Context: an optimization exercise on an open-source flow, tuned for small area. The choices shown serve that exercise and are no tape-out recipe. RTL that was checked went through simulation tests only; none was proved equivalent to the original. Function not checked in runs 4 and 5: the RTL went through the layout flow alone. Power and IR drop assume default switching activity.

==> flow/design.v <==
`timescale 1ns/1ps
module delay_increment_comparator #(
  parameter int DW_INTEGER  = 18,
  parameter int DW_FRACTION = 8,
  parameter int DW_DELAY    = 12,
  parameter int N_HALF      = 32
) (
  input  logic                                    clk,
  input  logic                                    rst,
  input  logic                                    configure,
  input  logic signed [DW_INTEGER+DW_FRACTION:0]  term_pos_n,
  input  logic signed [DW_INTEGER+DW_FRACTION:0]  term_neg_n,
  input  logic                                    term_ready,
  output logic                                    term_ack,
  output logic        [DW_DELAY-1:0]              delay_pos,
  output logic        [DW_DELAY-1:0]              delay_neg,
  output logic        [4:0]                       elem_idx,
  output logic        [15:0]                      point_idx,
  output logic                                    out_valid,
  input  logic                                    out_ready,
  output logic                                    overflow
);
  localparam int TW = DW_INTEGER + DW_FRACTION + 1;
  localparam int AW = TW + 2;
  localparam int EW = AW + DW_DELAY;    
  localparam logic [1:0] S_IDLE = 2'd0, S_CAPTURE = 2'd1, S_UPDATE = 2'd2, S_OUTPUT = 2'd3;
  logic [1:0]          state_q;
  logic                term_ack_q;
  logic                out_valid_q;
  logic                overflow_q;
  logic                ovf_pend_q;
  logic                first_q;
  logic [4:0]          elem_q;
  logic [15:0]         point_q;
  logic [EW-1:0]       ring_pos [N_HALF];
  logic [EW-1:0]       ring_neg [N_HALF-1];
  logic                take;
  logic                is_center;
  logic [EW-1:0]       new_pos, new_neg;
  logic                ovf_pos, ovf_neg;
  function automatic logic [EW:0] step(input logic [EW-1:0] cur,
                                       input logic [TW-1:0] term);
    logic [DW_DELAY-1:0]  cnt, cnt_nx;
    logic signed [AW-1:0] acc, s, th, th_nx, rem;
    cnt    = cur[EW-1:AW];
    acc    = cur[AW-1:0];
    s      = acc + $signed({{(AW-TW){term[TW-1]}}, term});
    th     = $signed({{(AW-DW_DELAY-1-DW_FRACTION){1'b0}}, cnt, 1'b1, {DW_FRACTION{1'b0}}});
    rem    = s - th;
    cnt_nx = cnt + DW_DELAY'(1);
    th_nx  = $signed({{(AW-DW_DELAY-1-DW_FRACTION){1'b0}}, cnt_nx, 1'b1, {DW_FRACTION{1'b0}}});
    if (s >= th) step = {(rem >= th_nx), cnt_nx, rem};
    else         step = {1'b0, cnt, s};
  endfunction
  assign take      = (state_q == S_CAPTURE) && term_ready && !rst && !configure;
  assign is_center = (elem_q == 5'd0);
  always_comb begin
    {ovf_pos, new_pos} = step(first_q ? '0 : ring_pos[0], term_pos_n);
    {ovf_neg, new_neg} = step(first_q ? '0 : ring_neg[0], term_neg_n);
  end
  always_ff @(posedge clk) begin
    if (take) begin
      for (int i = 0; i < N_HALF - 1; i++) ring_pos[i] <= ring_pos[i+1];
      ring_pos[N_HALF-1] <= new_pos;
    end
  end
  always_ff @(posedge clk) begin
    if (take && !is_center) begin
      for (int i = 0; i < N_HALF - 2; i++) ring_neg[i] <= ring_neg[i+1];
      ring_neg[N_HALF-2] <= new_neg;
    end
  end
  always_ff @(posedge clk) begin
    if (rst || configure) begin
      first_q <= 1'b1;
    end else if (take) begin
      ovf_pend_q <= ovf_pos | (~is_center & ovf_neg);
      if (elem_q == 5'(N_HALF - 1)) first_q <= 1'b0;
    end
  end
  always_ff @(posedge clk) begin
    if (rst || configure) begin
      state_q     <= rst ? S_IDLE : S_CAPTURE;
      term_ack_q  <= 1'b0;
      out_valid_q <= 1'b0;
      overflow_q  <= 1'b0;
      elem_q      <= '0;
      point_q     <= '0;
    end else begin
      case (state_q)
        S_IDLE: begin
          term_ack_q <= 1'b0;
        end
        S_CAPTURE: begin
          if (term_ready) begin
            term_ack_q <= 1'b1;
            state_q    <= S_UPDATE;
          end
        end
        S_UPDATE: begin
          term_ack_q  <= 1'b0;
          out_valid_q <= 1'b1;
          overflow_q  <= overflow_q | ovf_pend_q;
          state_q     <= S_OUTPUT;
        end
        default: begin
          if (out_ready) begin
            out_valid_q <= 1'b0;
            state_q     <= S_CAPTURE;
            if (elem_q == 5'(N_HALF - 1)) begin
              elem_q  <= '0;
              point_q <= point_q + 16'd1;
            end else begin
              elem_q  <= elem_q + 5'd1;
            end
          end
        end
      endcase
    end
  end
  assign term_ack  = term_ack_q;
  assign out_valid = out_valid_q;
  assign overflow  = overflow_q;
  assign delay_pos = ring_pos[N_HALF-1][EW-1:AW];
  assign delay_neg = is_center ? ring_pos[N_HALF-1][EW-1:AW] : ring_neg[N_HALF-2][EW-1:AW];
  assign elem_idx  = elem_q;
  assign point_idx = point_q;
endmodule
==> flow/run.sh <==
#!/bin/bash
# synth_recipe.tcl (not shown) runs the flow's synth.tcl, then flattens the netlist and writes it again
# the make line also repeats each setting of config.mk as NAME=value (left out here)
make -C /OpenROAD-flow-scripts/flow DESIGN_CONFIG=/design/flow/config.mk WORK_HOME=/design/flow/orfs CLKGATE_MAP_FILE= SYNTH_SCRIPT=/design/flow/synth_recipe.tcl finish
==> flow/config.mk <==
export PLATFORM = sky130hd
export DESIGN_NAME = delay_increment_comparator
export DESIGN_NICKNAME = delay_increment_comparator
export VERILOG_FILES = /design/flow/design.v
export SDC_FILE = /design/flow/constraint.sdc
export NUM_CORES = 4
export LEC_CHECK = 0
export CAP_MARGIN = 20
export CORE_MARGIN = 2
export CORE_UTILIZATION = 80
export CTS_CLUSTER_DIAMETER = 100
export CTS_CLUSTER_SIZE = 30
export PLACE_DENSITY = 0.85
export SLEW_MARGIN = 20
==> flow/constraint.sdc <==
create_clock -name core_clock -period 10.0 [get_ports {clk}]
set_input_delay 2.0000 -clock core_clock [delete_from_list [all_inputs] [get_ports {clk}]]
set_output_delay 2.0000 -clock core_clock [all_outputs]
set_load 0.01 [all_outputs]
==> results.ini, run 1 <==
[clocking]
cts-buffers-inserted = 97
clockRootBuffer = clkbuf_16
post_cts_buffers = 0
postCtsHoldBufs = 0
cts_resized = 0
h-tree-depth = 3
clkSinkCount = 2611
clock_path_buffers = 3

[synthesis]
syn_avg_cell_area_um2 = 22.9
synth.area.mux_share_pct = 0.585
synth-seq-cells = 2611
yosysWarningCount = 3
syn_inst = 3760
synth.distinct_cells = 77
synth_compound_area_share_pct = 2.16
synth-xor-area-share_pct = 1.38
async_flop_share_pct = 0
synth_adder_area_share_pct = 1.80
syn-num-nets = 3941
syn-cell-area_mm2 = 0.0862
synth_flop_cell = edfxtp_1
yosys.area_share.simple_pct = 2.93
yosysSeqAreaShare_pct = 90.6
synth_edf_count = 2586
synth_top_family_by_area = simple AND/OR/NAND/NOR gates

[placement]
portBuffers = 106
dpl.hpwl_um = 91100
gp_congestion = 0.858

[floorplanning]
top_level_ports = 107
die_h_um = 332
dieWidth_um = 332
start_util_pct = 80.6
rows = 120

[global_routing]
antenna_found_initial = 15
grt_max_degree = 221

[outcome]
status = did not finish
lastStage = global routing (5_1_grt)
error = [ERROR DPL-0033] detailed placement checks failed during check placement.

-- Yosys cell counts (all sizes together), types with 11 or more instances --
library cell / n / area share (%)
nand2: 70 / 0.30
and3: 22 / 0.16
ha: 118 / 1.7
mux2: 34 / 0.46
o211ai: 12 / 0.10
a21o: 36 / 0.31
mux2i: 11 / 0.13
a211oi: 20 / 0.19
nor3: 36 / 0.21
a21oi: 87 / 0.52
nand3: 41 / 0.24
nor2: 87 / 0.39
o21ai: 58 / 0.34
edfxtp: 2586 / 90
nand2b: 37 / 0.27
nor2b: 79 / 0.57
inv: 44 / 0.19
buf: 23 / 0.18
dfxtp: 25 / 0.58
nand4: 18 / 0.13
xor2: 52 / 0.53
clkbuf: 34 / 0.15
xnor2: 84 / 0.85
-- cells by family after synthesis --
family                   count (synthesis)
AND/OR/NAND/NOR                        460
buffers and inverters                  101
XOR/XNOR                               136
AO/OA/AOI/OAI                          285
multiplexers                            45
flip-flops                            2611
adder cells (fa/ha/maj)                122
-- power by group through the flow --
stage	clock (mW)	combinational [mW]	sequential, mW
after global placement	0	0.312	12.3
after CTS	4.96	0.357	12.1
after detailed placement	0	0.333	12.3
after floorplan	0	0.205	12.3
-- metrics by stage --
stage	instance area [um^2]	std cells	setup WS, ns
after detailed placement	89100	5239	1.44
after CTS	91800	5363	1.37
after floorplan	86300	3760	-16.50
after global placement	89100	5239	1.57
-- worst max-delay path by stage --
stage / start / endpoint / slack [ns] / cells after the start
after floorplan: configure / ring_neg[0][0] / -16.50 / 3
after global placement: term_pos_n[0] / ring_pos[31][18] / 1.57 / 21
after CTS: term_neg_n[6] / ovf_pend_q / 1.37 / 28
after detailed placement: term_pos_n[0] / ovf_pend_q / 1.44 / 29
==> run 2, diff against run 1 <==
--- a/flow/config.mk
+++ b/flow/config.mk
@@ -7,8 +7,8 @@
 export LEC_CHECK = 0
 export CAP_MARGIN = 20
 export CORE_MARGIN = 2
-export CORE_UTILIZATION = 80
+export CORE_UTILIZATION = 70
 export CTS_CLUSTER_DIAMETER = 100
-export CTS_CLUSTER_SIZE = 30
-export PLACE_DENSITY = 0.85
+export CTS_CLUSTER_SIZE = 25
+export PLACE_DENSITY = 0.75
 export SLEW_MARGIN = 20
==> run 2 against run 1 <==
Compared with the run above: the run now finishes clean; synthesized cell count stayed put; synthesized area is the same.
==> results.ini, run 2 <==
[placement]
dpl.hpwl_um = 75900  ; was 91,100 um
place_inst = 5469  ; was 5,239
portBuffers = 106  ; unchanged
gp_congestion = 0.851  ; was 0.858

[clocking]
clock_path_buffers = 3  ; unchanged
h-tree-depth = 3  ; unchanged
clkSinkCount = 2611  ; unchanged
path_clk_slew_ns = 0.12
cts_tree = built
clk_latency_ns = 0.75
postCtsHoldBufs = 0  ; unchanged
cts-buffers-inserted = 115  ; was 97
post_cts_buffers = 0  ; unchanged
clockRootBuffer = clkbuf_16  ; unchanged
cts_resized = 0  ; unchanged

[setup_path]
cpMostUsedCell = a21oi_1
critPathArrivalTime_ns = 8.27
rr_startpoint = first_q
r2r_slack_ns = 2.91
crit_slowest_cell = xnor2_1
required_ns = 10.51
endpoint_kind = flip-flop
worstRegToRegCells = 28
crit_fanout = 9
critPathMaxStageDelay_ns = 0.50
path_class = in -> reg
rr_endpoint = ovf_pend_q
startpoint_type = input pin

[hold_path]
whs_endpoint = ring_pos[7][26]
hold_class = reg -> reg
hp-start = ring_pos[8][26]
min_path_cells = 0

[detailed_routing]
first_pass_iters = 8
via_per_inst = 6.01
drt_iter0_drc = 4279
postRouteAntennaNets = 0
drc = 0
vias = 33788
wl_um = 142000
wl_per_cell_um = 25.2

[synthesis]
syn-num-nets = 3941  ; unchanged
synth_compound_area_share_pct = 2.16  ; unchanged
synth.area.mux_share_pct = 0.585  ; unchanged
synth.distinct_cells = 77  ; unchanged
netlist_top_cells_count = edfxtp_1, ha_1, nor2_1, a21oi_1, xnor2_1  ; unchanged
yosysTopAreaCell = edfxtp_1  ; unchanged
synth_top_area_share_pct = 90.0  ; unchanged
yosysSeqAreaShare_pct = 90.6  ; unchanged
synth_area_leaders = edfxtp_1, ha_1, xnor2_1  ; unchanged
yosys.area_share.simple_pct = 2.93  ; unchanged
synth_edf_count = 2586  ; unchanged
synth_adder_area_share_pct = 1.80  ; unchanged
syn_avg_cell_area_um2 = 22.9  ; unchanged
syn_inst = 3760  ; unchanged
synth-xor-area-share_pct = 1.38  ; unchanged
synth_top_family_by_area = simple AND/OR/NAND/NOR gates  ; unchanged
synth_flop_cell = edfxtp_1  ; unchanged
async_flop_share_pct = 0  ; unchanged
synth-seq-cells = 2611  ; unchanged
synth.most_common_cell = edfxtp_1  ; unchanged
yosysWarningCount = 3  ; unchanged
syn-cell-area_mm2 = 0.0862  ; unchanged

[sta]
slew_headroom_pct = 16.3
setup_viol = 0
finalSetupTns_ns = 0
hold_viol = 0
rsz0062_at_grt = false
worst_clock_skew_ns = 0.0358
max_freq_mhz = 129
post-route-min-period_ns = 7.76
timing.final.max_slew_violations = 0
fin_crit_sh_pct = 77.6
worst_slew_pin_slew_ns = 1.26

[outcome]
status = finished clean  ; was did not finish

[finish]
n_fill_cell = 6192
largest_reg_flops = 1312
final_cell_mix = edfxtp_1, ha_1, clkbuf_16, clkdlybuf4s50_1, nor2_1
fin_cells = 5624
layout.nets = 4143
layout_commonest_cell = edfxtp_1
regMostFlops = ring_pos
reg_top3 = ring_pos (1312), ring_neg (1271), point_q (16)
syn_to_final_growth_pct = 7.45
final_layout_size_suffix_gt1_share_pct = 5.78

[global_routing]
met2_usage_pct = 34.9
grt_pass1_vias = 32934
grt_max_degree = 219
grt.busiest_layer = met2
antenna_found_initial = 27
overflow = 0
met1_usage_pct = 34.7
met3_usage_pct = 3.54
grt_pass1_wl_um = 207000
grt_use_total_pct = 22.4

[power_and_ir_drop]
peakVddDrop_mv = 0.293
p_per_area_mw_per_mm2 = 190
power.leakage_nw = 28.9

[floorplanning]
dieArea_mm2 = 0.126
top_level_ports = 107  ; unchanged
die_h_um = 355  ; was 332 um
core_mm2 = 0.122
start_util_pct = 70.7  ; was 80.6%
dieWidth_um = 355  ; was 332 um
rows = 128  ; was 120

[flow_run]
drv_cap = 0

[run 2: cell counts after synthesis]
No cell type changed its count.
[run 2: stage by stage]
stage	util (%)	area, um^2	hold slack, ns	power, mW	worst slack (ns)
after CTS	75.9	92600	0.407	17.8	2.29
after floorplan	-	86300	0.400	12.5	-16.50
after global routing	75.9	92700	0.410	18.1	1.73
after global placement	73.3	89400	0.400	12.6	1.59
final	75.9	92700	0.402	17.6	2.24
after detailed placement	73.3	89500	0.405	12.6	1.59
[run 2: worst max path at each step]
stage / cells past startpoint / slack [ns] / to / from
6_report: 28 / 2.24 / ovf_pend_q / term_neg_n[6]
5_1_grt: 28 / 1.73 / ovf_pend_q / term_neg_n[6]
4_1_cts: 28 / 2.29 / ovf_pend_q / term_neg_n[6]
3_5_place_dp: 28 / 1.59 / ovf_pend_q / term_neg_n[6]
3_3_place_gp: 28 / 1.59 / ovf_pend_q / term_neg_n[6]
2_1_floorplan: 3 / -16.50 / ring_neg[0][0] / configure
[run 2: logic make-up (layout without fill, tap and decap cells)]
| family | after synthesis | after routing |
|---|---|---|
| flip-flops | 2611 | 2611 |
| other | 0 | 3 |
| buffers and inverters | 101 | 337 |
| AND/OR/NAND/NOR | 460 | 460 |
| multiplexers | 45 | 45 |
| XOR/XNOR | 136 | 136 |
| adder cells (fa/ha/maj) | 122 | 122 |
| AO/OA/AOI/OAI | 285 | 285 |
[run 2: report_power, final]
| group | switching (mW) | internal (mW) | total, mW |
|---|---|---|---|
| Combinational | 0.214 | 0.115 | 0.329 |
| Clock | 3.07 | 2.16 | 5.23 |
| Sequential | 0.0423 | 12.0 | 12.0 |
| Total | 3.33 | 14.3 | 17.6 |
[run 2: area by class of cell]
type,instances,area (um^2),area share [%]
Sequential cell,2611,78200,84.3
Multi-Input combinational cell,1048,7680,8.28
Clock buffer,143,3050,3.29
Antenna cell,3,7.51,0.00810
Clock inverter,8,108,0.116
Timing Repair Buffer,142,1470,1.59
Inverter,44,165,0.178
Tap cell,1625,2030,2.19
[run 2: metal layers]
metal / share of wire [%] / wire length (um)
met4: 2.2 / 3060
met2: 47 / 66700
met1: 44 / 62300
met5: 0 / 0
met3: 6.7 / 9490
[run 2: critical path: cells and delay by family]
| kind | cells | cell delay [ns] |
|---|---|---|
| compound gates | 14 | 3.05 |
| xor+xnor | 2 | 0.67 |
| simple gates | 7 | 0.94 |
| buf+inv | 2 | 0.54 |
| fa+ha+maj | 3 | 1.07 |
==> run 3, diff against run 2 <==
--- a/flow/config.mk
+++ b/flow/config.mk
@@ -7,8 +7,5 @@
 export LEC_CHECK = 0
 export CAP_MARGIN = 20
 export CORE_MARGIN = 2
-export CORE_UTILIZATION = 70
-export CTS_CLUSTER_DIAMETER = 100
-export CTS_CLUSTER_SIZE = 25
-export PLACE_DENSITY = 0.75
+export CORE_UTILIZATION = 50
 export SLEW_MARGIN = 20
==> run 3 against run 2 <==
Compared with the run above: largest power group unchanged; combinational power barely moved; maximum frequency fell by 0.87%; synthesized cell count did not move; power rose by 24%; final cell count rose by 18%.
==> results.ini, run 3 <==
[floorplanning]
core_mm2 = 0.172  ; was 0.122 mm^2
dieWidth_um = 419  ; was 355 um
rows = 152  ; was 128
dieArea_mm2 = 0.176  ; was 0.126 mm^2
top_level_ports = 107  ; unchanged
start_util_pct = 50.3  ; was 70.7%
die_h_um = 419  ; was 355 um

[detailed_routing]
wl_um = 130000  ; was 142,000 um
drt_iter0_drc = 3306  ; was 4,279
first_pass_iters = 5  ; was 8
wl_per_cell_um = 19.6  ; was 25.2 um
postRouteAntennaNets = 0  ; unchanged
via_per_inst = 5.11  ; was 6.01
drc = 0  ; unchanged
vias = 33792  ; about the same

[placement]
gp_congestion = 0.839  ; was 0.851
place_worst_setup_slack_ns = 1.28  ; was 1.59 ns
portBuffers = 106  ; unchanged
place_inst = 6149  ; was 5,469
dpl_cell_area_mm2 = 0.0903  ; was 0.0895 mm^2
dpl.hpwl_um = 73300  ; was 75,900 um

[sta]
fin_crit_sh_pct = 78.3  ; was 77.6%
hold_viol = 0  ; unchanged
post-route-min-period_ns = 7.83  ; was 7.76 ns
hold_slack_ns = 0.385  ; was 0.402 ns
worst_clock_skew_ns = 0.0521  ; was 0.0358 ns
worst_slew_pin_slew_ns = 1.18  ; was 1.26 ns
worst_slack_ns = 2.17  ; was 2.24 ns
timing.final.max_slew_violations = 0  ; unchanged
rsz0062_at_grt = false  ; unchanged
max_freq_mhz = 128  ; was 129 MHz
setup_viol = 0  ; unchanged
slew_headroom_pct = 21.6  ; was 16.3%
finalSetupTns_ns = 0  ; unchanged

[global_routing]
antenna_found_initial = 16  ; was 27
grt.busiest_layer = met1  ; was met2
met2_usage_pct = 20.3  ; was 34.9%
grt_pass1_vias = 32428  ; was 32.9k
grt_use_total_pct = 14.6  ; was 22.4%
overflow = 0  ; unchanged
grt_pass1_wl_um = 194000  ; was 207,000 um
grt_max_degree = 228  ; was 219
met1_usage_pct = 22.8  ; was 34.7%
met3_usage_pct = 2.81  ; was 3.54%

[synthesis]
async_flop_share_pct = 0  ; unchanged
syn_inst = 3760  ; unchanged
netlist_top_cells_count = edfxtp_1, ha_1, nor2_1, a21oi_1, xnor2_1  ; unchanged
syn-cell-area_mm2 = 0.0862  ; unchanged
synth_edf_count = 2586  ; unchanged
synth-xor-area-share_pct = 1.38  ; unchanged
synth_area_leaders = edfxtp_1, ha_1, xnor2_1  ; unchanged
yosys.area_share.simple_pct = 2.93  ; unchanged
synth.most_common_cell = edfxtp_1  ; unchanged
synth_adder_area_share_pct = 1.80  ; unchanged
yosysTopAreaCell = edfxtp_1  ; unchanged
synth.distinct_cells = 77  ; unchanged
synth_compound_area_share_pct = 2.16  ; unchanged
yosysSeqAreaShare_pct = 90.6  ; unchanged
yosysWarningCount = 3  ; unchanged
synth_top_area_share_pct = 90.0  ; unchanged
synth-seq-cells = 2611  ; unchanged
synth_flop_cell = edfxtp_1  ; unchanged
synth.area.mux_share_pct = 0.585  ; unchanged
syn_avg_cell_area_um2 = 22.9  ; unchanged
syn-num-nets = 3941  ; unchanged
synth_top_family_by_area = simple AND/OR/NAND/NOR gates  ; unchanged

[setup_path]
crit_fanout = 30  ; was 9
required_ns = 10.62  ; was 10.51 ns
r2r_slack_ns = 2.59  ; was 2.91 ns
startpoint_type = input pin  ; unchanged
path_class = in -> reg  ; unchanged
rr_startpoint = first_q  ; unchanged
critPathArrivalTime_ns = 8.45  ; was 8.27 ns
worstRegToRegCells = 23  ; was 28
rr_endpoint = ring_pos[31][31]  ; was ovf_pend_q
endpoint_kind = flip-flop  ; unchanged

[clocking]
cts-buffers-inserted = 277  ; was 115
cts_resized = 0  ; unchanged
h-tree-depth = 5  ; was 3
cts_tree = built  ; unchanged
path_clk_slew_ns = 0.06  ; was 0.12 ns
post_cts_buffers = 0  ; unchanged
clk_latency_ns = 0.89  ; was 0.75 ns
clock_path_buffers = 4  ; was 3
clockRootBuffer = clkbuf_16  ; unchanged
postCtsHoldBufs = 0  ; unchanged
clkSinkCount = 2611  ; unchanged

[finish]
reg_top3 = ring_pos (1312), ring_neg (1271), point_q (16)  ; unchanged
layout_commonest_cell = edfxtp_1  ; unchanged
regMostFlops = ring_pos  ; unchanged
fin_cells = 6618  ; was 5,624
syn_to_final_growth_pct = 14.4  ; was 7.45%
final_layout_size_suffix_gt1_share_pct = 10.7  ; was 5.78%
final_area_mm2 = 0.0987  ; was 0.0927 mm^2
layout.nets = 4302  ; was 4,143
largest_reg_flops = 1312  ; unchanged
final_cell_mix = edfxtp_1, clkbuf_16, ha_1, clkdlybuf4s50_1, nor2_1  ; was edfxtp_1, ha_1, clkbuf_16, clkdlybuf4s50_1, nor2_1

[outcome]
status = finished clean  ; unchanged

[power_and_ir_drop]
p_sw_mw = 4.12  ; was 3.33 mW
peakVddDrop_mv = 0.163  ; was 0.293 mV
p_per_area_mw_per_mm2 = 221  ; was 190 mW/mm^2
swShare_pct = 18.9  ; about the same
p_int_mw = 17.7  ; was 14.3 mW
power.leakage_nw = 31.4  ; was 28.9 nW
power_frac_comb_pct = 1.5  ; was 1.9%
power_frac_seq_pct = 55.3  ; was 68.4%
power_frac_clock_pct = 43.2  ; was 29.7%

[hold_path]
hold_class = reg -> reg  ; unchanged
hp-start = ring_pos[11][34]  ; was ring_pos[8][26]
whs_endpoint = ring_pos[10][34]  ; was ring_pos[7][26]
min_path_cells = 0  ; unchanged

[flow_run]
drv_cap = 0  ; unchanged

==> run 3: cell count changes in the layout (fill, tap and decap cells not counted), sizes merged <==
cell,delta
clkbuf,+199
diode,+1
buf,-3
bufinv,+14
clkinvlp,+8
clkinv,+87
inv,+3
==> run 3: worst max-delay path by stage <==
stage,from,endpoint,cells after the start
after floorplan,configure,ring_neg[0][0],3
after global placement,term_pos_n[0],ring_pos[31][31],24
after detailed placement,term_pos_n[0],ring_pos[31][31],24
after CTS,term_pos_n[0],ring_pos[31][31],24
after global routing,term_pos_n[0],ring_pos[31][31],22
final,term_pos_n[0],ring_pos[31][31],22
==> run 3: power by group through the flow <==
stage	clock network [mW]	registers (mW)	logic, mW
after floorplan	0	12.3	0.205
after global placement	0	12.3	0.325
after detailed placement	0	12.3	0.327
after CTS	9.75	12.1	0.329
after global routing	10.2	12.1	0.360
final	9.41	12.1	0.326
==> run 3: worst max-delay path, cell delays in order <==
cell	delay, ns
clkdlybuf4s50_1	0.42
ha_1	0.24
fa_1	0.44
a211oi_1	0.46
nor3_1	0.12
o41a_1	0.41
o21a_1	0.20
o21ai_0	0.15
nand2b_1	0.10
a21o_1	0.19
a21oi_1	0.18
xnor2_1	0.13
ha_1	0.40
a21oi_1	0.08
o21ai_0	0.31
a31oi_1	0.16
o31ai_1	0.82
nor4_1	0.25
a21oi_4	0.88
buf_4	0.28
nand2_1	0.07
xor2_1	0.14
==> run 3: area by class of cell <==
type | count | area [um^2]
diodes | 4 | 10.0
clock buffers | 342 | 7320
clock inverters | 120 | 977
fillers | 12542 | 72800
inverters | 44 | 165
multi-input cells | 1048 | 7680
flip-flops and latches | 2611 | 78200
well taps | 2310 | 2890
repair buffers | 139 | 1490
==> run 3: per-layer routing <==
layer	vias to the layer above	part of all wire, %
met5	-	0
met1	17270	50
met2	629	43
li1	15611	-
met3	282	4.1
met4	0	3.1
==> run 3: cell families (layout without fill, tap and decap cells) <==
group / after synthesis / after routing
multiplexers: 45 / 45
XOR/XNOR: 136 / 136
AO/OA/AOI/OAI: 285 / 285
other: 0 / 4
adder cells (fa/ha/maj): 122 / 122
buffers and inverters: 101 / 645
AND/OR/NAND/NOR: 460 / 460
flip-flops: 2611 / 2611
==> run 3: stage by stage <==
| stage | total power [mW] | utilization [%] |
|---|---|---|
| global route | 22.6 | 57.5 |
| CTS | 22.1 | 57.5 |
| floorplan | 12.5 | - |
| global placement | 12.6 | 52.6 |
| finish | 21.8 | 57.5 |
| detailed placement | 12.6 | 52.6 |
==> run 4, diff against run 3 <==
--- a/flow/design.v
+++ b/flow/design.v
@@ -40,17 +40,23 @@
   logic                ovf_pos, ovf_neg;
   function automatic logic [EW:0] step(input logic [EW-1:0] cur,
                                        input logic [TW-1:0] term);
-    logic [DW_DELAY-1:0]  cnt, cnt_nx;
-    logic signed [AW-1:0] acc, s, th, th_nx, rem;
-    cnt    = cur[EW-1:AW];
-    acc    = cur[AW-1:0];
-    s      = acc + $signed({{(AW-TW){term[TW-1]}}, term});
-    th     = $signed({{(AW-DW_DELAY-1-DW_FRACTION){1'b0}}, cnt, 1'b1, {DW_FRACTION{1'b0}}});
-    rem    = s - th;
-    cnt_nx = cnt + DW_DELAY'(1);
-    th_nx  = $signed({{(AW-DW_DELAY-1-DW_FRACTION){1'b0}}, cnt_nx, 1'b1, {DW_FRACTION{1'b0}}});
-    if (s >= th) step = {(rem >= th_nx), cnt_nx, rem};
-    else         step = {1'b0, cnt, s};
+    logic [DW_DELAY-1:0]         cnt;
+    logic [DW_DELAY:0]           cn;
+    logic [AW-1:0]               s;
+    logic signed [AW-DW_FRACTION:0] hi, k, t2;
+    logic                        ge, ov;
+    logic [AW-DW_FRACTION-1:0]   rem;
+    cnt  = cur[EW-1:AW];
+    s    = cur[AW-1:0] + {{(AW-TW){term[TW-1]}}, term};
+    hi   = $signed({s[AW-1], s[AW-1:DW_FRACTION]});
+    k    = $signed({{(AW-DW_FRACTION-DW_DELAY-1){1'b0}}, cnt, 1'b1});
+    cn   = {1'b0, cnt} + 1'b1;
+    t2   = cn[DW_DELAY] ? $signed((AW-DW_FRACTION+1)'(1) <<< (DW_DELAY+1))
+                        : $signed({{(AW-DW_FRACTION-DW_DELAY-1){1'b0}}, cn[DW_DELAY-1:0], 2'b00});
+    ge   = (hi >= k);
+    ov   = (hi >= t2);
+    rem  = s[AW-1:DW_FRACTION] - (ge ? {{(AW-DW_FRACTION-DW_DELAY-1){1'b0}}, cnt, 1'b1} : '0);
+    step = {ge & ov, cnt + DW_DELAY'(ge), rem, s[DW_FRACTION-1:0]};
   endfunction
   assign take      = (state_q == S_CAPTURE) && term_ready && !rst && !configure;
   assign is_center = (elem_q == 5'd0);
--- a/flow/config.mk
+++ b/flow/config.mk
@@ -7,5 +7,8 @@
 export LEC_CHECK = 0
 export CAP_MARGIN = 20
 export CORE_MARGIN = 2
-export CORE_UTILIZATION = 50
+export CORE_UTILIZATION = 70
+export CTS_CLUSTER_DIAMETER = 80
+export CTS_CLUSTER_SIZE = 30
+export PLACE_DENSITY = 0.75
 export SLEW_MARGIN = 20
==> run 4 against run 3 <==
Compared with the run above: clock power shrank 48%; via count down 3.2%; global-route usage grew 5.8 points; utilization increased by 18 points; final area is 6.4% lower; largest cell class unchanged; non-clock buffer count down 1.
==> results.ini, run 4 <==
[setup_path]
cpMostUsedCell = ha_1
required_ns = 10.48  ; was 10.62 ns
worstRegToRegCells = 33  ; was 23
critPathArrivalTime_ns = 9.36  ; was 8.45 ns
startpoint_type = input pin  ; unchanged
crit_fanout = 4  ; was 30
path_class = in -> reg  ; unchanged
endpoint_kind = flip-flop  ; unchanged
crit_slowest_cell = clkdlybuf4s50_1  ; was a21oi_4
critPathMaxStageDelay_ns = 0.47  ; was 0.88 ns

[synthesis]
syn_avg_cell_area_um2 = 22.9  ; about the same
syn-cell-area_mm2 = 0.0863  ; was 0.0862 mm^2
synth_edf_count = 2586  ; unchanged
synth_flop_cell = edfxtp_1  ; unchanged
synth.most_common_cell = edfxtp_1  ; unchanged
syn-num-nets = 3968  ; was 3,941
syn_inst = 3765  ; was 3,760
yosysSeqAreaShare_pct = 90.6  ; about the same
synth.distinct_cells = 88  ; was 77
synth_area_leaders = edfxtp_1, ha_1, xnor2_1  ; unchanged
yosysWarningCount = 3  ; unchanged
synth-seq-cells = 2611  ; unchanged
async_flop_share_pct = 0  ; unchanged
synth_top_area_share_pct = 90.0  ; about the same
yosysTopAreaCell = edfxtp_1  ; unchanged
netlist_top_cells_count = edfxtp_1, ha_1, nor2_1, nor2b_1, xnor2_1  ; was edfxtp_1, ha_1, nor2_1, a21oi_1, xnor2_1

[clocking]
postCtsHoldBufs = 0  ; unchanged
clkSinkCount = 2611  ; unchanged
cts_tree = built  ; unchanged
post_cts_buffers = 0  ; unchanged
clock_path_buffers = 3  ; was 4
cts_resized = 0  ; unchanged
clk_latency_ns = 0.74  ; was 0.89 ns
clockRootBuffer = clkbuf_16  ; unchanged
path_clk_slew_ns = 0.11  ; was 0.06 ns
cts-buffers-inserted = 100  ; was 277
h-tree-depth = 3  ; was 5

[sta]
worst_slack_ns = 1.12  ; was 2.17 ns
worst_clock_skew_ns = 0.0415  ; was 0.0521 ns
setup_viol = 0  ; unchanged
finalSetupTns_ns = 0  ; unchanged
post-route-min-period_ns = 8.88  ; was 7.83 ns
max_freq_mhz = 113  ; was 128 MHz
worst_slew_pin_slew_ns = 1.08  ; was 1.18 ns
timing.final.max_slew_violations = 0  ; unchanged
fin_crit_sh_pct = 88.8  ; was 78.3%
rsz0062_at_grt = false  ; unchanged
hold_viol = 0  ; unchanged
slew_headroom_pct = 27.9  ; was 21.6%

[global_routing]
grt_pass1_vias = 31797  ; was 32.4k
grt_pass1_wl_um = 192000  ; was 194,000 um
antenna_found_initial = 8  ; was 16
overflow = 0  ; unchanged
grt_use_total_pct = 20.4  ; was 14.6%
grt_max_degree = 212  ; was 228

[finish]
seq_area_mm2 = 0.0782  ; unchanged
layout_commonest_cell = edfxtp_1  ; unchanged
syn_to_final_growth_pct = 7.11  ; was 14.4%
fin_util_pct = 75.7  ; was 57.5%
reg_top3 = ring_pos (1312), ring_neg (1271), point_q (16)  ; unchanged
regMostFlops = ring_pos  ; unchanged
n_fill_cell = 6333  ; was 12.5k
largest_reg_flops = 1312  ; unchanged
layout.nets = 4161  ; was 4,302
final_area_mm2 = 0.0924  ; was 0.0987 mm^2
final_layout_size_suffix_gt1_share_pct = 4.93  ; was 10.7%
multi_input_area_mm2 = 0.00768  ; about the same
final_cell_mix = edfxtp_1, ha_1, clkdlybuf4s50_1, clkbuf_16, nor2_1  ; was edfxtp_1, clkbuf_16, ha_1, clkdlybuf4s50_1, nor2_1

[floorplanning]
dieWidth_um = 355  ; was 419 um
core_mm2 = 0.122  ; was 0.172 mm^2
start_util_pct = 70.7  ; was 50.3%
top_level_ports = 107  ; unchanged
dieArea_mm2 = 0.126  ; was 0.176 mm^2
rows = 128  ; was 152
die_h_um = 355  ; was 419 um

[placement]
portBuffers = 106  ; unchanged
place_worst_setup_slack_ns = 0.433  ; was 1.28 ns
dpl.hpwl_um = 69900  ; was 73,300 um
dpl_cell_area_mm2 = 0.0895  ; was 0.0903 mm^2
gp_congestion = 0.849  ; was 0.839

[detailed_routing]
first_pass_iters = 6  ; was 5
vias = 32717  ; was 33.8k
drt_iter0_drc = 3448  ; was 3,306
postRouteAntennaNets = 0  ; unchanged
wl_per_cell_um = 22.8  ; was 19.6 um
wl_um = 128000  ; was 130,000 um
via_per_inst = 5.82  ; was 5.11
drc = 0  ; unchanged

[power_and_ir_drop]
power_frac_comb_pct = 1.6  ; was 1.5%
swShare_pct = 18.6  ; was 18.9%
power.leakage_nw = 28.8  ; was 31.4 nW
peakVddDrop_mv = 0.319  ; was 0.163 mV
p_per_area_mw_per_mm2 = 187  ; was 221 mW/mm^2
power_frac_seq_pct = 69.7  ; was 55.3%
p_sw_mw = 3.20  ; was 4.12 mW
power_frac_clock_pct = 28.6  ; was 43.2%
p_int_mw = 14.1  ; was 17.7 mW

[hold_path]
min_path_cells = 0  ; unchanged
hold_class = reg -> reg  ; unchanged

[flow_run]
drv_cap = 0  ; unchanged

[outcome]
status = finished clean  ; unchanged

-- run 4: cell types whose count changed in the layout (fill, tap and decap cells not counted), sizes merged, moves of 9 or more --
cell    before  now
clkbuf     342  123
nand2b      37   20
nor2        87  100
inv         51   71
mux2        34   12
o21ai       58   49
xor2        52   42
bufinv      14    3
a21o        36   21
clkinv      90    6
nor3        36   27
ha         118  140
-- run 4: layout make-up --
| class | instances | area share, % |
|---|---|---|
| antenna | 2 | 0.00542 |
| tap | 1625 | 2.20 |
| sequential | 2611 | 84.6 |
| clock buffer | 123 | 2.80 |
| inverter | 62 | 0.252 |
| clock inverter | 20 | 0.309 |
| timing repair buffer | 138 | 1.55 |
| multi-input combinational | 1045 | 8.31 |
-- run 4: worst paths after layout --
path                         from               end  slack (ns)
setup reg to reg          first_q  ring_pos[31][23]        1.80
hold reg to reg   ring_neg[2][15]   ring_neg[1][15]        0.39
hold / removal    ring_neg[2][15]   ring_neg[1][15]        0.39
setup / recovery    term_pos_n[0]  ring_pos[31][23]        1.12
-- run 4: through the flow --
stage	total power [mW]	hold WS, ns	cells
3_3_place_gp	12.6	0.400	5481
2_1_floorplan	12.5	0.400	3765
5_1_grt	17.8	0.393	5626
6_report	17.3	0.393	5626
4_1_cts	17.5	0.388	5624
3_5_place_dp	12.6	0.405	5481
-- run 4: logic make-up after synthesis --
logic type	share of synthesized area, %
buffers and inverters	0.542
AND/OR/NAND/NOR	2.87
XOR/XNOR	1.34
AO/OA/AOI/OAI	2.35
adder cells (fa/ha/maj)	2.12
flip-flops	90.6
multiplexers	0.203
-- run 4: worst max-delay path: cells and delay by family --
family                   cells  cell delay [ns]
adder cells (fa/ha/maj)      5             1.35
AO/OA/AOI/OAI               15             3.08
buffers and inverters        4             0.82
AND/OR/NAND/NOR              7             1.56
XOR/XNOR                     2             0.51
-- run 4: power by group through the flow --
stage	registers, mW	clock network, mW	logic (mW)
final	12.0	4.94	0.283
after global routing	12.1	5.41	0.312
after CTS	12.0	5.12	0.284
after detailed placement	12.3	0	0.282
after global placement	12.3	0	0.277
after floorplan	12.3	0	0.175
-- run 4: layer usage --
metal | up-vias | GRT usage, % | wire length (um)
li1 | 15086 | - | -
met1 | 16728 | 32.3 | 60100
met2 | 755 | 31.5 | 60100
met3 | 148 | 2.66 | 5500
met4 | 0 | 4.63 | 2690
met5 | - | 0 | 0
==> run 5, diff against run 4 <==
--- a/flow/config.mk
+++ b/flow/config.mk
@@ -7,8 +7,8 @@
 export LEC_CHECK = 0
 export CAP_MARGIN = 20
 export CORE_MARGIN = 2
-export CORE_UTILIZATION = 70
-export CTS_CLUSTER_DIAMETER = 80
-export CTS_CLUSTER_SIZE = 30
-export PLACE_DENSITY = 0.75
+export CORE_UTILIZATION = 75
+export CTS_CLUSTER_DIAMETER = 100
+export CTS_CLUSTER_SIZE = 25
+export PLACE_DENSITY = 0.8
 export SLEW_MARGIN = 20
==> run 5 against run 4 <==
Compared with the run above: register-to-register slack got worse by 0.43 ns; final area rose by 0.27%; critical path type unchanged; first-iteration DRC count rose by 64%; highest routed layer is now met5.
==> results.ini, run 5 <==
[outcome]
status = finished clean  ; unchanged

[setup_path]
startpoint_type = input pin  ; unchanged
critPathArrivalTime_ns = 9.96  ; was 9.36 ns
crit_buf_inv = 3  ; was 4
crit_fanout = 4  ; unchanged
critPathMaxStageDelay_ns = 0.47  ; about the same
required_ns = 10.49  ; was 10.48 ns
crit_slowest_cell = or4_1  ; was clkdlybuf4s50_1
endpoint_kind = flip-flop  ; unchanged
cpMostUsedCell = ha_1  ; unchanged
path_class = in -> reg  ; unchanged
crit_family = compound AO/OA/AOI/OAI gates  ; unchanged

[global_routing]
overflow = 0  ; unchanged
antenna_found_initial = 12  ; was 8
grt_max_degree = 211  ; was 212
grt_pass1_vias = 34966  ; was 31.8k
grt_use_total_pct = 27.2  ; was 20.4%
grt_pass1_wl_um = 230000  ; was 192,000 um

[clocking]
clockRootBuffer = clkbuf_16  ; unchanged
cts_resized = 0  ; unchanged
post_cts_buffers = 0  ; unchanged
clkSinkCount = 2611  ; unchanged
cts_tree = built  ; unchanged
h-tree-depth = 3  ; unchanged
clock_path_buffers = 3  ; unchanged
postCtsHoldBufs = 0  ; unchanged
clk_latency_ns = 0.76  ; was 0.74 ns
path_clk_slew_ns = 0.11  ; about the same
cts-buffers-inserted = 115  ; was 100

[finish]
regMostFlops = ring_pos  ; unchanged
final_layout_size_suffix_gt1_share_pct = 5.36  ; was 4.93%
layout.nets = 4184  ; was 4,161
final_cell_mix = edfxtp_1, ha_1, clkbuf_16, clkdlybuf4s50_1, nor2_1  ; was edfxtp_1, ha_1, clkdlybuf4s50_1, clkbuf_16, nor2_1
syn_to_final_growth_pct = 7.39  ; was 7.11%
reg_top3 = ring_pos (1312), ring_neg (1271), point_q (16)  ; unchanged
largest_reg_flops = 1312  ; unchanged
layout_commonest_cell = edfxtp_1  ; unchanged
fin_util_pct = 81.1  ; was 75.7%

[sta]
hold_slack_ns = 0.396  ; was 0.393 ns
worst_slew_pin_slew_ns = 1.06  ; was 1.08 ns
hold_viol = 0  ; unchanged
fin_crit_sh_pct = 94.7  ; was 88.8%
setup_viol = 0  ; unchanged
timing.final.max_slew_violations = 0  ; unchanged
rsz0062_at_grt = false  ; unchanged
post-route-min-period_ns = 9.47  ; was 8.88 ns
finalSetupTns_ns = 0  ; unchanged
max_freq_mhz = 106  ; was 113 MHz
worst_slack_ns = 0.534  ; was 1.12 ns
worst_clock_skew_ns = 0.0303  ; was 0.0415 ns
slew_headroom_pct = 28.1  ; was 27.9%

[synthesis]
synth_area_leaders = edfxtp_1, ha_1, xnor2_1  ; unchanged
synth-seq-cells = 2611  ; unchanged
synth.distinct_cells = 88  ; unchanged
yosysTopAreaCell = edfxtp_1  ; unchanged
yosysSeqAreaShare_pct = 90.6  ; unchanged
synth_edf_count = 2586  ; unchanged
syn-num-nets = 3968  ; unchanged
syn_inst = 3765  ; unchanged
async_flop_share_pct = 0  ; unchanged
synth_top_area_share_pct = 90.0  ; unchanged
syn-cell-area_mm2 = 0.0863  ; unchanged
syn_avg_cell_area_um2 = 22.9  ; unchanged
yosysWarningCount = 3  ; unchanged
synth_flop_cell = edfxtp_1  ; unchanged
netlist_top_cells_count = edfxtp_1, ha_1, nor2_1, nor2b_1, xnor2_1  ; unchanged
synth.most_common_cell = edfxtp_1  ; unchanged

[power_and_ir_drop]
power.leakage_nw = 29.0  ; was 28.8 nW
p_sw_mw = 3.42  ; was 3.20 mW
power_frac_comb_pct = 1.8  ; was 1.6%
p_int_mw = 14.2  ; was 14.1 mW
p_per_area_mw_per_mm2 = 190  ; was 187 mW/mm^2
power_frac_clock_pct = 29.9  ; was 28.6%
peakVddDrop_mv = 0.283  ; was 0.319 mV
power_frac_seq_pct = 68.3  ; was 69.7%
swShare_pct = 19.4  ; was 18.6%

[floorplanning]
top_level_ports = 107  ; unchanged
dieWidth_um = 343  ; was 355 um
dieArea_mm2 = 0.118  ; was 0.126 mm^2
core_mm2 = 0.114  ; was 0.122 mm^2
rows = 124  ; was 128
start_util_pct = 75.6  ; was 70.7%
die_h_um = 343  ; was 355 um

[detailed_routing]
first_pass_iters = 6  ; unchanged
vias = 35694  ; was 32.7k
drt_iter0_drc = 5666  ; was 3,448
wl_um = 159000  ; was 128,000 um
postRouteAntennaNets = 0  ; unchanged
drc = 0  ; unchanged
via_per_inst = 6.45  ; was 5.82
wl_per_cell_um = 28.8  ; was 22.8 um

[flow_run]
drv_cap = 0  ; unchanged

[hold_path]
hold_class = reg -> reg  ; unchanged

[placement]
dpl.hpwl_um = 82500  ; was 69,900 um
portBuffers = 106  ; unchanged
gp_congestion = 0.883  ; was 0.849
place_worst_setup_slack_ns = 0.0613  ; was 0.433 ns

## run 5: cell counts after synthesis
No cell type changed its count.
## run 5: cells by family (layout without fill, tap and decap cells)
logic type / Yosys count / after routing / synth area share, %
AO/OA/AOI/OAI: 289 / 289 / 2.35
XOR/XNOR: 130 / 130 / 1.34
adder cells (fa/ha/maj): 144 / 144 / 2.12
buffers and inverters: 109 / 357 / 0.542
flip-flops: 2611 / 2611 / 90.6
multiplexers: 16 / 16 / 0.203
other: 0 / 6 / 0
AND/OR/NAND/NOR: 466 / 466 / 2.87
## run 5: power by group through the flow
| stage | clock (mW) | sequential [mW] | combinational, mW |
|---|---|---|---|
| after global routing | 5.68 | 12.1 | 0.335 |
| after CTS | 5.40 | 12.1 | 0.306 |
| after floorplan | 0 | 12.3 | 0.175 |
| after detailed placement | 0 | 12.3 | 0.293 |
| after global placement | 0 | 12.3 | 0.280 |
| final | 5.28 | 12.1 | 0.313 |
## run 5: per-stage QoR
step	instance area, um^2	std cells	total power, mW
after CTS	92600	5523	17.8
after global routing	92700	5527	18.1
after floorplan	86300	3765	12.5
after global placement	89400	5373	12.6
after detailed placement	89400	5374	12.6
final	92700	5531	17.6
## run 5: area by class of cell
| type | instances | area [um^2] |
|---|---|---|
| Clock inverter | 11 | 164 |
| Antenna cell | 6 | 15.0 |
| Sequential cell | 2611 | 78200 |
| Inverter | 62 | 233 |
| Clock buffer | 138 | 2960 |
| Fill cell | 4945 | 21500 |
| Timing Repair Buffer | 146 | 1540 |
| Tap cell | 1512 | 1890 |
| Multi-Input combinational cell | 1045 | 7690 |
## run 5: metal layers
layer  part of all wire [%]  GRT usage, %  vias up  wire length, um
met5                  0.021             0        -               34
met1                     40          40.2    18033            63500
met3                    8.4          4.26      371            13300
met2                     49          43.5     2135            77300
met4                    3.2          8.14        6             5130
li1                       -             -    15149                -
## run 5: path summary, 6_finish.rpt
| kind | start | endpoint | slack, ns | cells after the start |
|---|---|---|---|---|
| worst max register to register | first_q | ring_neg[30][25] | 1.37 | 29 |
| worst max-delay path | term_pos_n[0] | ring_pos[31][23] | 0.53 | 32 |
| worst min register to register | ring_neg[17][22] | ring_neg[16][22] | 0.40 | 0 |
| worst min-delay path | ring_neg[17][22] | ring_neg[16][22] | 0.40 | 0 |

[static timing again, ports no longer ideal]
The flow's constraints put no driver on any port. The routed layouts listed below were extracted and timed again, unchanged, in two steps. Step 1 (the two cells are an assumption about what drives the block):
set clk [get_ports {clk}]
set_driving_cell -lib_cell sky130_fd_sc_hd__clkbuf_16 $clk
set_driving_cell -lib_cell sky130_fd_sc_hd__buf_2 [delete_from_list [all_inputs] $clk]
Step 2 adds t to the input delays and takes it off the output delays; t is the mean of the earliest and latest rising clock arrival at the registers after step 1. Input paths then give back, and output paths get back, about the clock's delay inside the block. Three values: ideal, step 1, step 2; two values: the first two.
| run | t, ns | setup slack, ns | latest minus earliest clock arrival (ns) | slew at the worst register clock pin (ns) | cell pins on the clock port's net |
|---|---|---|---|---|---|
| run 2 | 0.814 | 2.242 / 2.293 / 1.479 | 0.038 / 0.038 | 0.12 / 0.12 | 1 |
| run 3 | 0.943 | 2.174 / 2.230 / 1.287 | 0.063 / 0.062 | 0.07 / 0.07 | 1 |
| run 4 | 0.791 | 1.119 / 1.164 / 0.373 | 0.051 / 0.051 | 0.12 / 0.12 | 1 |
| run 5 | 0.819 | 0.534 / 0.579 / -0.240 | 0.040 / 0.040 | 0.11 / 0.11 | 1 |
With both steps, setup timing fails in run 5, where it was met with ideal ports. For run 3, which loses most, drivers alone change the setup slack by +0.056 ns; drivers and shift together by -0.887 ns.
